Source: an optimization exercise on an open RTL-to-GDS flow (aim: small area and a short achievable clock period). Production flows keep margins and buffers that such runs may drop. RTL that was checked went through simulation tests only; none was proved equivalent to the original. Power and IR drop assume default switching activity.

Setup of main:
==> flow/design.v <==
`default_nettype none
package rqfbi_pkg;
	localparam int RQFBI_DEPTH     = 16;
	localparam int RQFBI_ITEM_BITS = 32;
	localparam int KIND_W          = 3;
	localparam int DATA_W          = 32;
	localparam int CAP_W           = 5;
	localparam logic [KIND_W-1:0] KIND_SEND_BACK  = 3'd0;
	localparam logic [KIND_W-1:0] KIND_SEND_FRONT = 3'd1;
	localparam logic [KIND_W-1:0] KIND_RECEIVE    = 3'd2;
	localparam logic [KIND_W-1:0] KIND_PEEK       = 3'd3;
	localparam logic [KIND_W-1:0] KIND_DROP_FRONT = 3'd4;
	localparam logic [KIND_W-1:0] KIND_FLUSH      = 3'd5;
	typedef struct packed {
		logic [KIND_W-1:0] kind;
		logic [DATA_W-1:0] item_data;
	} rqfbi_cmd_t;
	typedef struct packed {
		logic              accepted;
		logic [DATA_W-1:0] out_data;
		logic [CAP_W-1:0]  items_held;
		logic [CAP_W-1:0]  slots_free;
		logic              is_empty;
		logic              is_full;
	} rqfbi_res_t;
endpackage
`default_nettype wire
`default_nettype none
module ring_queue_front_back_insert #(
	parameter int DEPTH     = rqfbi_pkg::RQFBI_DEPTH,
	parameter int ITEM_BITS = rqfbi_pkg::RQFBI_ITEM_BITS
) (
	input  wire logic                          clk,
	input  wire logic                          arst_n,
	input  wire logic                          start,
	output logic                               busy,
	input  wire rqfbi_pkg::rqfbi_cmd_t         cmd,
	input  wire logic                          cfg_valid,
	output logic                               cfg_ready,
	input  wire logic [rqfbi_pkg::CAP_W-1:0]   cfg_data,
	output logic                               done,
	output rqfbi_pkg::rqfbi_res_t              result
);
	localparam int IDX_W = 4;
	localparam int CW    = rqfbi_pkg::CAP_W;
	logic [ITEM_BITS-1:0] mem [16];
	logic [ITEM_BITS-1:0] rd_data_q;
	logic [CW-1:0]    held_q;
	logic [CW-1:0]    free_q;
	logic [CW-1:0]    cap_q;
	logic             nempty_q;
	logic             full_q;
	logic [15:0]      head_q;
	logic [IDX_W-1:0] tail_q;
	logic             done_q;
	logic             ready_q;
	logic             acc_s1;
	logic [CW-1:0]    res_held_q;
	logic [CW-1:0]    res_free_q;
	logic             res_empty_q;
	logic             res_full_q;
	logic [CW-1:0]    held_d;
	logic [CW-1:0]    free_d;
	logic             nempty_d;
	logic             full_d;
	logic [15:0]      head_d;
	logic [IDX_W-1:0] tail_d;
	logic [15:0]      tail_dec;
	logic             fire;
	logic             cfg_fire;
	logic [CW-1:0]    cap_sat;
	logic             is_sb, is_sf, is_rd, is_pop, is_flush;
	logic             do_push, do_pop, rd_ok;
	logic             acc_d;
	logic [15:0]      we;
	logic [ITEM_BITS-1:0] front;
	assign busy      = cfg_valid;
	assign cfg_ready = ~done_q;
	assign fire      = start & ~cfg_valid;
	assign cfg_fire  = cfg_valid & ready_q;
	always_comb begin
		if (cfg_data == '0) begin
			cap_sat = CW'(1);
		end else if (cfg_data > CW'(16)) begin
			cap_sat = CW'(16);
		end else begin
			cap_sat = cfg_data;
		end
	end
	assign is_sb    = cmd.kind == rqfbi_pkg::KIND_SEND_BACK;
	assign is_sf    = cmd.kind == rqfbi_pkg::KIND_SEND_FRONT;
	assign is_rd    = (cmd.kind == rqfbi_pkg::KIND_RECEIVE) | (cmd.kind == rqfbi_pkg::KIND_PEEK);
	assign is_pop   = (cmd.kind == rqfbi_pkg::KIND_RECEIVE) | (cmd.kind == rqfbi_pkg::KIND_DROP_FRONT);
	assign is_flush = cmd.kind == rqfbi_pkg::KIND_FLUSH;
	assign do_push = (is_sb | is_sf) & ~full_q;
	assign do_pop  = is_pop & nempty_q;
	assign rd_ok   = is_rd & nempty_q;
	assign acc_d   = do_push | rd_ok | do_pop | is_flush;
	always_comb begin
		for (int i = 0; i < 16; i++) begin
			we[i] = ~held_q[CW-1] & (tail_dec[i] | head_q[(i + 1) % 16]);
		end
	end
	always_comb begin
		for (int i = 0; i < 16; i++) begin
			tail_dec[i] = tail_q == IDX_W'(i);
		end
	end
	always_ff @(posedge clk) begin
		for (int i = 0; i < 16; i++) begin
			if (we[i]) begin
				mem[i] <= ITEM_BITS'(cmd.item_data);
			end
		end
	end
	always_comb begin
		front = '0;
		for (int i = 0; i < 16; i++) begin
			front = front | ({ITEM_BITS{head_q[i]}} & mem[i]);
		end
	end
	always_ff @(posedge clk) begin
		rd_data_q <= {ITEM_BITS{rd_ok}} & front;
		acc_s1    <= acc_d;
	end
	always_comb begin
		held_d  = held_q;
		free_d  = free_q;
		nempty_d = nempty_q;
		full_d  = full_q;
		head_d  = head_q;
		tail_d  = tail_q;
		if (cfg_fire) begin
			held_d  = '0;
			free_d  = cap_sat;
			nempty_d = 1'b0;
			full_d  = 1'b0;
			head_d  = 16'd1;
			tail_d  = '0;
		end else if (fire) begin
			if (is_flush) begin
				held_d  = '0;
				free_d  = cap_q;
				nempty_d = 1'b0;
				full_d  = 1'b0;
				head_d  = 16'd1;
				tail_d  = '0;
			end else if (do_push) begin
				held_d  = held_q + CW'(1);
				free_d  = free_q - CW'(1);
				nempty_d = 1'b1;
				full_d  = free_q == CW'(1);
				if (is_sf) begin
					head_d = {head_q[0], head_q[15:1]};
				end else begin
					tail_d = tail_q + IDX_W'(1);
				end
			end else if (do_pop) begin
				held_d  = held_q - CW'(1);
				free_d  = free_q + CW'(1);
				nempty_d = held_q != CW'(1);
				full_d  = 1'b0;
				head_d  = {head_q[14:0], head_q[15]};
			end
		end
	end
	always_ff @(posedge clk or negedge arst_n) begin
		if (!arst_n) begin
			held_q   <= '0;
			free_q   <= CW'(16);
			nempty_q <= 1'b0;
			cap_q    <= CW'(16);
			full_q   <= 1'b0;
			head_q   <= 16'd1;
			tail_q   <= '0;
			done_q   <= 1'b0;
			ready_q  <= 1'b1;
		end else begin
			done_q   <= fire;
			ready_q  <= ~fire;
			held_q   <= held_d;
			free_q   <= free_d;
			nempty_q <= nempty_d;
			if (cfg_fire) begin
				cap_q <= cap_sat;
			end
			full_q   <= full_d;
			head_q   <= head_d;
			tail_q   <= tail_d;
		end
	end
	always_ff @(posedge clk) begin
		res_held_q  <= held_d;
		res_free_q  <= free_d;
		res_empty_q <= ~nempty_d;
		res_full_q  <= full_d;
	end
	assign done = done_q;
	always_comb begin
		result            = '0;
		result.accepted   = acc_s1;
		result.out_data   = rqfbi_pkg::DATA_W'(rd_data_q);
		result.items_held = res_held_q;
		result.slots_free = res_free_q;
		result.is_empty   = res_empty_q;
		result.is_full    = res_full_q;
	end
endmodule
`default_nettype wire
`default_nettype none
module rqfbi_top (
	input  wire logic        clk,
	input  wire logic        arst_n,
	input  wire logic        start,
	output logic             busy,
	input  wire logic [2:0]  cmd_kind,
	input  wire logic [31:0] cmd_data,
	input  wire logic        cfg_valid,
	output logic             cfg_ready,
	input  wire logic [4:0]  cfg_data,
	output logic             done,
	output logic             res_accepted,
	output logic [31:0]      res_out_data,
	output logic [4:0]       res_items_held,
	output logic [4:0]       res_slots_free,
	output logic             res_is_empty,
	output logic             res_is_full
);
	rqfbi_pkg::rqfbi_cmd_t cmd;
	rqfbi_pkg::rqfbi_res_t result;
	assign cmd.kind      = cmd_kind;
	assign cmd.item_data = cmd_data;
	ring_queue_front_back_insert u_q (
		.clk       (clk),
		.arst_n    (arst_n),
		.start     (start),
		.busy      (busy),
		.cmd       (cmd),
		.cfg_valid (cfg_valid),
		.cfg_ready (cfg_ready),
		.cfg_data  (cfg_data),
		.done      (done),
		.result    (result)
	);
	assign res_accepted   = result.accepted;
	assign res_out_data   = result.out_data;
	assign res_items_held = result.items_held;
	assign res_slots_free = result.slots_free;
	assign res_is_empty   = result.is_empty;
	assign res_is_full    = result.is_full;
endmodule
`default_nettype wire
clock: 4.0 ns
lec_check: 0
cap_margin: 20
core_margin: 2
core_utilization: 40
cts_cluster_diameter: 100
cts_cluster_size: 25
setup_slack_margin: 2.0
slew_margin: 20
standard.sh (not shown) runs the stock make flow with config.mk's settings and CLKGATE_MAP_FILE= SYNTH_SCRIPT=/design/flow/synth_recipe.tcl, a recipe that flattens the netlist after the stock synthesis.
==> flow/flow/run.sh <==
#!/bin/bash
# standard layout, with plain buffers (not delay cells) on the ports
set -o pipefail
bash standard.sh "BUFFER_PORTS_ARGS=-buffer_cell sky130_fd_sc_hd__buf_2" finish > standard.log 2>&1
Edits applied to the flow inputs when going from main to the feature branch:
--- a/flow/design.v
+++ b/flow/design.v
@@ -53,6 +53,5 @@
 	logic [15:0]      head_q;
 	logic [IDX_W-1:0] tail_q;
-	logic             done_q;
-	logic             ready_q;
+	logic             valid_s1;
 	logic             acc_s1;
 	logic [CW-1:0]    res_held_q;
@@ -76,7 +75,7 @@
 	logic [ITEM_BITS-1:0] front;
 	assign busy      = cfg_valid;
-	assign cfg_ready = ~done_q;
+	assign cfg_ready = ~valid_s1;
 	assign fire      = start & ~cfg_valid;
-	assign cfg_fire  = cfg_valid & ready_q;
+	assign cfg_fire  = cfg_valid & ~valid_s1;
 	always_comb begin
 		if (cfg_data == '0) begin
@@ -174,9 +173,7 @@
 			head_q   <= 16'd1;
 			tail_q   <= '0;
-			done_q   <= 1'b0;
-			ready_q  <= 1'b1;
+			valid_s1 <= 1'b0;
 		end else begin
-			done_q   <= fire;
-			ready_q  <= ~fire;
+			valid_s1 <= fire;
 			held_q   <= held_d;
 			free_q   <= free_d;
@@ -196,5 +193,5 @@
 		res_full_q  <= full_d;
 	end
-	assign done = done_q;
+	assign done = valid_s1;
 	always_comb begin
 		result            = '0;
==> run summary <==
Relative to main, the post-synthesis instance area measured on the feature branch has decreased slightly. Between the feature branch and main, it is the feature branch whose number of nets in the layout is lower, by 3.4%. Wire: the feature branch routes less than main. The feature branch vs main: length of routed met3 wiring down in the feature branch. The feature branch against main: number of iterations in the first detailed-routing pass went up, placed standard-cell area shrank by about 1%.


// rqfbi_top: RTL as listed in full above, without the edits since
clock: 4.0 ns
lec_check: 0
cap_margin: 20
core_margin: 2
core_utilization: 40
cts_cluster_diameter: 80
cts_cluster_size: 22
setup_slack_margin: 2.1
slew_margin: 20
==> flow/flow/run.sh <==
#!/bin/bash
# standard layout, with plain buffers (not delay cells) on the ports and no gate
# cloning in timing repair; synthesis buffers are removed at floorplan
set -o pipefail
bash standard.sh "BUFFER_PORTS_ARGS=-buffer_cell sky130_fd_sc_hd__buf_2" SKIP_GATE_CLONING=1 REMOVE_ABC_BUFFERS=1 finish > standard.log 2>&1
Rerun with:
--- a/flow/design.v
+++ b/flow/design.v
@@ -71,12 +71,13 @@
 	logic [CW-1:0]    cap_sat;
 	logic             is_sb, is_sf, is_rd, is_pop, is_flush;
 	logic             do_push, do_pop, rd_ok;
 	logic             acc_d;
 	logic [15:0]      we;
 	logic [ITEM_BITS-1:0] front;
+	logic [15:0]      rd_sel_q;
 	assign busy      = cfg_valid;
 	assign cfg_ready = ~done_q;
 	assign fire      = start & ~cfg_valid;
 	assign cfg_fire  = cfg_valid & ready_q;
 	always_comb begin
 		if (cfg_data == '0) begin
@@ -113,17 +114,18 @@
 			end
 		end
 	end
 	always_comb begin
 		front = '0;
 		for (int i = 0; i < 16; i++) begin
-			front = front | ({ITEM_BITS{head_q[i]}} & mem[i]);
+			front = front | ({ITEM_BITS{rd_sel_q[i]}} & mem[i]);
 		end
 	end
 	always_ff @(posedge clk) begin
 		rd_data_q <= {ITEM_BITS{rd_ok}} & front;
+		rd_sel_q  <= head_d;
 		acc_s1    <= acc_d;
 	end
 	always_comb begin
 		held_d  = held_q;
 		free_d  = free_q;
 		nempty_d = nempty_q;
Result: The changed run completed with no timing, DRC or antenna violations. Clock-buffer cell count rises by 2. Final cell count rises by 0.33%. Clock skew falls by 0.0065 ns. Setup slack is worse by 0.0058 ns. Cell area stays flat. Critical path depth stays the same. Wire length falls by 3.7%.
Function not checked in the second run of this note: the RTL went through the layout flow alone.


Starts from the design.v that is shown in full above.
Settings: LEC_CHECK=0, CAP_MARGIN=20, CORE_MARGIN=2, CORE_UTILIZATION=40, CTS_CLUSTER_DIAMETER=100, CTS_CLUSTER_SIZE=25, SETUP_SLACK_MARGIN=2.1, SLEW_MARGIN=20; clock period 4.0 ns.
==> flow/flow/run.sh <==
#!/bin/bash
# standard layout, with plain buffers (not delay cells) on the ports
set -o pipefail
bash standard.sh "BUFFER_PORTS_ARGS=-buffer_cell sky130_fd_sc_hd__buf_2" finish > standard.log 2>&1
==> next run, changes <==
--- a/flow/design.v
+++ b/flow/design.v
@@ -52,8 +52,7 @@
 	logic             full_q;
 	logic [15:0]      head_q;
 	logic [IDX_W-1:0] tail_q;
-	logic             done_q;
-	logic             ready_q;
+	logic             valid_s1;
 	logic             acc_s1;
 	logic [CW-1:0]    res_held_q;
 	logic [CW-1:0]    res_free_q;
@@ -75,9 +74,9 @@
 	logic [15:0]      we;
 	logic [ITEM_BITS-1:0] front;
 	assign busy      = cfg_valid;
-	assign cfg_ready = ~done_q;
+	assign cfg_ready = ~valid_s1;
 	assign fire      = start & ~cfg_valid;
-	assign cfg_fire  = cfg_valid & ready_q;
+	assign cfg_fire  = cfg_valid & ~valid_s1;
 	always_comb begin
 		if (cfg_data == '0) begin
 			cap_sat = CW'(1);
@@ -173,11 +172,9 @@
 			full_q   <= 1'b0;
 			head_q   <= 16'd1;
 			tail_q   <= '0;
-			done_q   <= 1'b0;
-			ready_q  <= 1'b1;
+			valid_s1 <= 1'b0;
 		end else begin
-			done_q   <= fire;
-			ready_q  <= ~fire;
+			valid_s1 <= fire;
 			held_q   <= held_d;
 			free_q   <= free_d;
 			nempty_q <= nempty_d;
@@ -195,7 +192,7 @@
 		res_empty_q <= ~nempty_d;
 		res_full_q  <= full_d;
 	end
-	assign done = done_q;
+	assign done = valid_s1;
 	always_comb begin
 		result            = '0;
 		result.accepted   = acc_s1;
Combinational power fell by about 3%.
Area after synthesis fell by 1.3%.
Worst setup slack loses 0.055 ns.
Final cell count fell by 1.1%.
Routed wire length fell by 2.6%.
Die area fell by 1.3%.
Sequential share of layout area rose by 0.14 points.
Final area fell by 0.33%.
Fmax fell by 2.8%.
Critical path depth is unchanged.
Sequential power hardly moves.
Total power fell by 0.78%.
Register-to-register slack stays flat.


rqfbi_top with an RTL version that a note above also has.
Size in the first run: about 92 I/O pins, roughly 22000 sq um of cells after synthesis.
==> module ring_queue_front_back_insert, before the edit <==
module ring_queue_front_back_insert #(
	parameter int DEPTH     = rqfbi_pkg::RQFBI_DEPTH,
	parameter int ITEM_BITS = rqfbi_pkg::RQFBI_ITEM_BITS
) (
	input  wire logic                          clk,
	input  wire logic                          arst_n,
	input  wire logic                          start,
	output logic                               busy,
	input  wire rqfbi_pkg::rqfbi_cmd_t         cmd,
	input  wire logic                          cfg_valid,
	output logic                               cfg_ready,
	input  wire logic [rqfbi_pkg::CAP_W-1:0]   cfg_data,
	output logic                               done,
	output rqfbi_pkg::rqfbi_res_t              result
);
	localparam int IDX_W = 4;
	localparam int CW    = rqfbi_pkg::CAP_W;
	logic [ITEM_BITS-1:0] mem [16];
	logic [ITEM_BITS-1:0] rd_data_q;
	logic [CW-1:0]    held_q;
	logic [CW-1:0]    free_q;
	logic [CW-1:0]    cap_q;
	logic             nempty_q;
	logic             full_q;
	logic [15:0]      head_q;
	logic [IDX_W-1:0] tail_q;
	logic             done_q;
	logic             ready_q;
	logic             acc_s1;
	logic [CW-1:0]    res_held_q;
	logic [CW-1:0]    res_free_q;
	logic             res_empty_q;
	logic             res_full_q;
	logic [CW-1:0]    held_d;
	logic [CW-1:0]    free_d;
	logic             nempty_d;
	logic             full_d;
	logic [15:0]      head_d;
	logic [IDX_W-1:0] tail_d;
	logic [15:0]      tail_dec;
	logic             fire;
	logic             cfg_fire;
	logic [CW-1:0]    cap_sat;
	logic             is_sb, is_sf, is_rd, is_pop, is_flush;
	logic             do_push, do_pop, rd_ok;
	logic             acc_d;
	logic [15:0]      we;
	logic [ITEM_BITS-1:0] front;
	logic [15:0]      rd_sel_q;
	assign busy      = cfg_valid;
	assign cfg_ready = ~done_q;
	assign fire      = start & ~cfg_valid;
	assign cfg_fire  = cfg_valid & ready_q;
	always_comb begin
		if (cfg_data == '0) begin
			cap_sat = CW'(1);
		end else if (cfg_data > CW'(16)) begin
			cap_sat = CW'(16);
		end else begin
			cap_sat = cfg_data;
		end
	end
	assign is_sb    = cmd.kind == rqfbi_pkg::KIND_SEND_BACK;
	assign is_sf    = cmd.kind == rqfbi_pkg::KIND_SEND_FRONT;
	assign is_rd    = (cmd.kind == rqfbi_pkg::KIND_RECEIVE) | (cmd.kind == rqfbi_pkg::KIND_PEEK);
	assign is_pop   = (cmd.kind == rqfbi_pkg::KIND_RECEIVE) | (cmd.kind == rqfbi_pkg::KIND_DROP_FRONT);
	assign is_flush = cmd.kind == rqfbi_pkg::KIND_FLUSH;
	assign do_push = (is_sb | is_sf) & ~full_q;
	assign do_pop  = is_pop & nempty_q;
	assign rd_ok   = is_rd & nempty_q;
	assign acc_d   = do_push | rd_ok | do_pop | is_flush;
	always_comb begin
		for (int i = 0; i < 16; i++) begin
			we[i] = ~held_q[CW-1] & (tail_dec[i] | head_q[(i + 1) % 16]);
		end
	end
	always_comb begin
		for (int i = 0; i < 16; i++) begin
			tail_dec[i] = tail_q == IDX_W'(i);
		end
	end
	always_ff @(posedge clk) begin
		for (int i = 0; i < 16; i++) begin
			if (we[i]) begin
				mem[i] <= ITEM_BITS'(cmd.item_data);
			end
		end
	end
	always_comb begin
		front = '0;
		for (int i = 0; i < 16; i++) begin
			front = front | ({ITEM_BITS{rd_sel_q[i]}} & mem[i]);
		end
	end
	always_ff @(posedge clk) begin
		rd_data_q <= {ITEM_BITS{rd_ok}} & front;
		rd_sel_q  <= head_d;
		acc_s1    <= acc_d;
	end
	always_comb begin
		held_d  = held_q;
		free_d  = free_q;
		nempty_d = nempty_q;
		full_d  = full_q;
		head_d  = head_q;
		tail_d  = tail_q;
		if (cfg_fire) begin
			held_d  = '0;
			free_d  = cap_sat;
			nempty_d = 1'b0;
			full_d  = 1'b0;
			head_d  = 16'd1;
			tail_d  = '0;
		end else if (fire) begin
			if (is_flush) begin
				held_d  = '0;
				free_d  = cap_q;
				nempty_d = 1'b0;
				full_d  = 1'b0;
				head_d  = 16'd1;
				tail_d  = '0;
			end else if (do_push) begin
				held_d  = held_q + CW'(1);
				free_d  = free_q - CW'(1);
				nempty_d = 1'b1;
				full_d  = free_q == CW'(1);
				if (is_sf) begin
					head_d = {head_q[0], head_q[15:1]};
				end else begin
					tail_d = tail_q + IDX_W'(1);
				end
			end else if (do_pop) begin
				held_d  = held_q - CW'(1);
				free_d  = free_q + CW'(1);
				nempty_d = held_q != CW'(1);
				full_d  = 1'b0;
				head_d  = {head_q[14:0], head_q[15]};
			end
		end
	end
	always_ff @(posedge clk or negedge arst_n) begin
		if (!arst_n) begin
			held_q   <= '0;
			free_q   <= CW'(16);
			nempty_q <= 1'b0;
			cap_q    <= CW'(16);
			full_q   <= 1'b0;
			head_q   <= 16'd1;
			tail_q   <= '0;
			done_q   <= 1'b0;
			ready_q  <= 1'b1;
		end else begin
			done_q   <= fire;
			ready_q  <= ~fire;
			held_q   <= held_d;
			free_q   <= free_d;
			nempty_q <= nempty_d;
			if (cfg_fire) begin
				cap_q <= cap_sat;
			end
			full_q   <= full_d;
			head_q   <= head_d;
			tail_q   <= tail_d;
		end
	end
	always_ff @(posedge clk) begin
		res_held_q  <= held_d;
		res_free_q  <= free_d;
		res_empty_q <= ~nempty_d;
		res_full_q  <= full_d;
	end
	assign done = done_q;
	always_comb begin
		result            = '0;
		result.accepted   = acc_s1;
		result.out_data   = rqfbi_pkg::DATA_W'(rd_data_q);
		result.items_held = res_held_q;
		result.slots_free = res_free_q;
		result.is_empty   = res_empty_q;
		result.is_full    = res_full_q;
	end
endmodule
==> flow/config.mk <==
export PLATFORM = sky130hd
export DESIGN_NAME = rqfbi_top
export DESIGN_NICKNAME = rqfbi_top
export VERILOG_FILES = /design/flow/design.v
export SDC_FILE = /design/flow/constraint.sdc
export NUM_CORES = 4
export LEC_CHECK = 0
export CAP_MARGIN = 20
export CORE_MARGIN = 2
export CORE_UTILIZATION = 40
export CTS_CLUSTER_DIAMETER = 100
export CTS_CLUSTER_SIZE = 25
export SETUP_SLACK_MARGIN = 2.1
export SLEW_MARGIN = 20
==> flow/constraint.sdc <==
create_clock -name core_clock -period 4.0 [get_ports {clk}]
set_input_delay 0.8000 -clock core_clock [delete_from_list [all_inputs] [get_ports {clk}]]
set_output_delay 0.8000 -clock core_clock [all_outputs]
set_load 0.01 [all_outputs]
Scripts as last shown in full above: flow/flow/run.sh
Change:
--- a/flow/design.v
+++ b/flow/design.v
@@ -74,9 +74,8 @@
 	logic             acc_d;
 	logic [15:0]      we;
 	logic [ITEM_BITS-1:0] front;
-	logic [15:0]      rd_sel_q;
 	assign busy      = cfg_valid;
-	assign cfg_ready = ~done_q;
+	assign cfg_ready = ready_q;
 	assign fire      = start & ~cfg_valid;
 	assign cfg_fire  = cfg_valid & ready_q;
 	always_comb begin
@@ -117,12 +116,11 @@
 	always_comb begin
 		front = '0;
 		for (int i = 0; i < 16; i++) begin
-			front = front | ({ITEM_BITS{rd_sel_q[i]}} & mem[i]);
+			front = front | ({ITEM_BITS{head_q[i]}} & mem[i]);
 		end
 	end
 	always_ff @(posedge clk) begin
 		rd_data_q <= {ITEM_BITS{rd_ok}} & front;
-		rd_sel_q  <= head_d;
 		acc_s1    <= acc_d;
 	end
 	always_comb begin
Wire length decreases by about 2.2%.
Die area decreases by about 1.4%.
Hold slack gains 0.045 ns.
Worst setup slack loses 0.088 ns.
Global-route usage decreases by 0.24 points.
Sequential share of layout area decreases by 0.55 points.
Core utilization decreases by 0.30 points.
Design area decreases by about 1.2%.
Power decreases by 6.2%.
Fmax decreases by about 4.3%.
Function was not checked in any run of this note: the RTL went through the layout flow alone.

-- separate check: timing with driven ports --
The flow's constraints put no driver on any port. The routed layouts listed below were extracted and timed again, unchanged, in two steps. Step 1 (the two cells are an assumption about what drives the block):
set clk [get_ports {clk}]
set_driving_cell -lib_cell sky130_fd_sc_hd__clkbuf_16 $clk
set_driving_cell -lib_cell sky130_fd_sc_hd__buf_2 [delete_from_list [all_inputs] $clk]
Step 2 also shifts input and output timing later by t, the mid clock arrival at the registers, as if the neighbouring blocks saw the same clock. a / b / c = ideal ports / drivers / drivers and shift; a / b = the first two.
run	t, ns	setup WS [ns]	clock arrival spread, ns	slew at the worst register clock pin (ns)
main	0.664	2.013 / 1.953 / 1.427	0.046 / 0.046	0.10 / 0.10
the feature branch	0.667	1.985 / 1.925 / 1.488	0.061 / 0.061	0.10 / 0.10
the first run of note 2	0.633	2.092 / 2.032 / 1.567	0.037 / 0.037	0.09 / 0.09
the second run of note 2	0.621	2.086 / 2.027 / 1.636	0.033 / 0.034	0.09 / 0.09
the first run of note 3	0.655	2.055 / 1.994 / 1.526	0.031 / 0.031	0.10 / 0.10
the second run of note 3	0.670	2.000 / 1.941 / 1.546	0.066 / 0.065	0.11 / 0.11
the first run of note 4	0.671	2.051 / 1.994 / 1.579	0.023 / 0.023	0.10 / 0.10
the second run of note 4	0.647	1.963 / 1.909 / 1.560	0.021 / 0.021	0.10 / 0.10
After both steps every run listed still meets setup and hold. The setup slack of main, which loses most, moves by -0.060 ns with the drivers and by -0.586 ns with both steps.
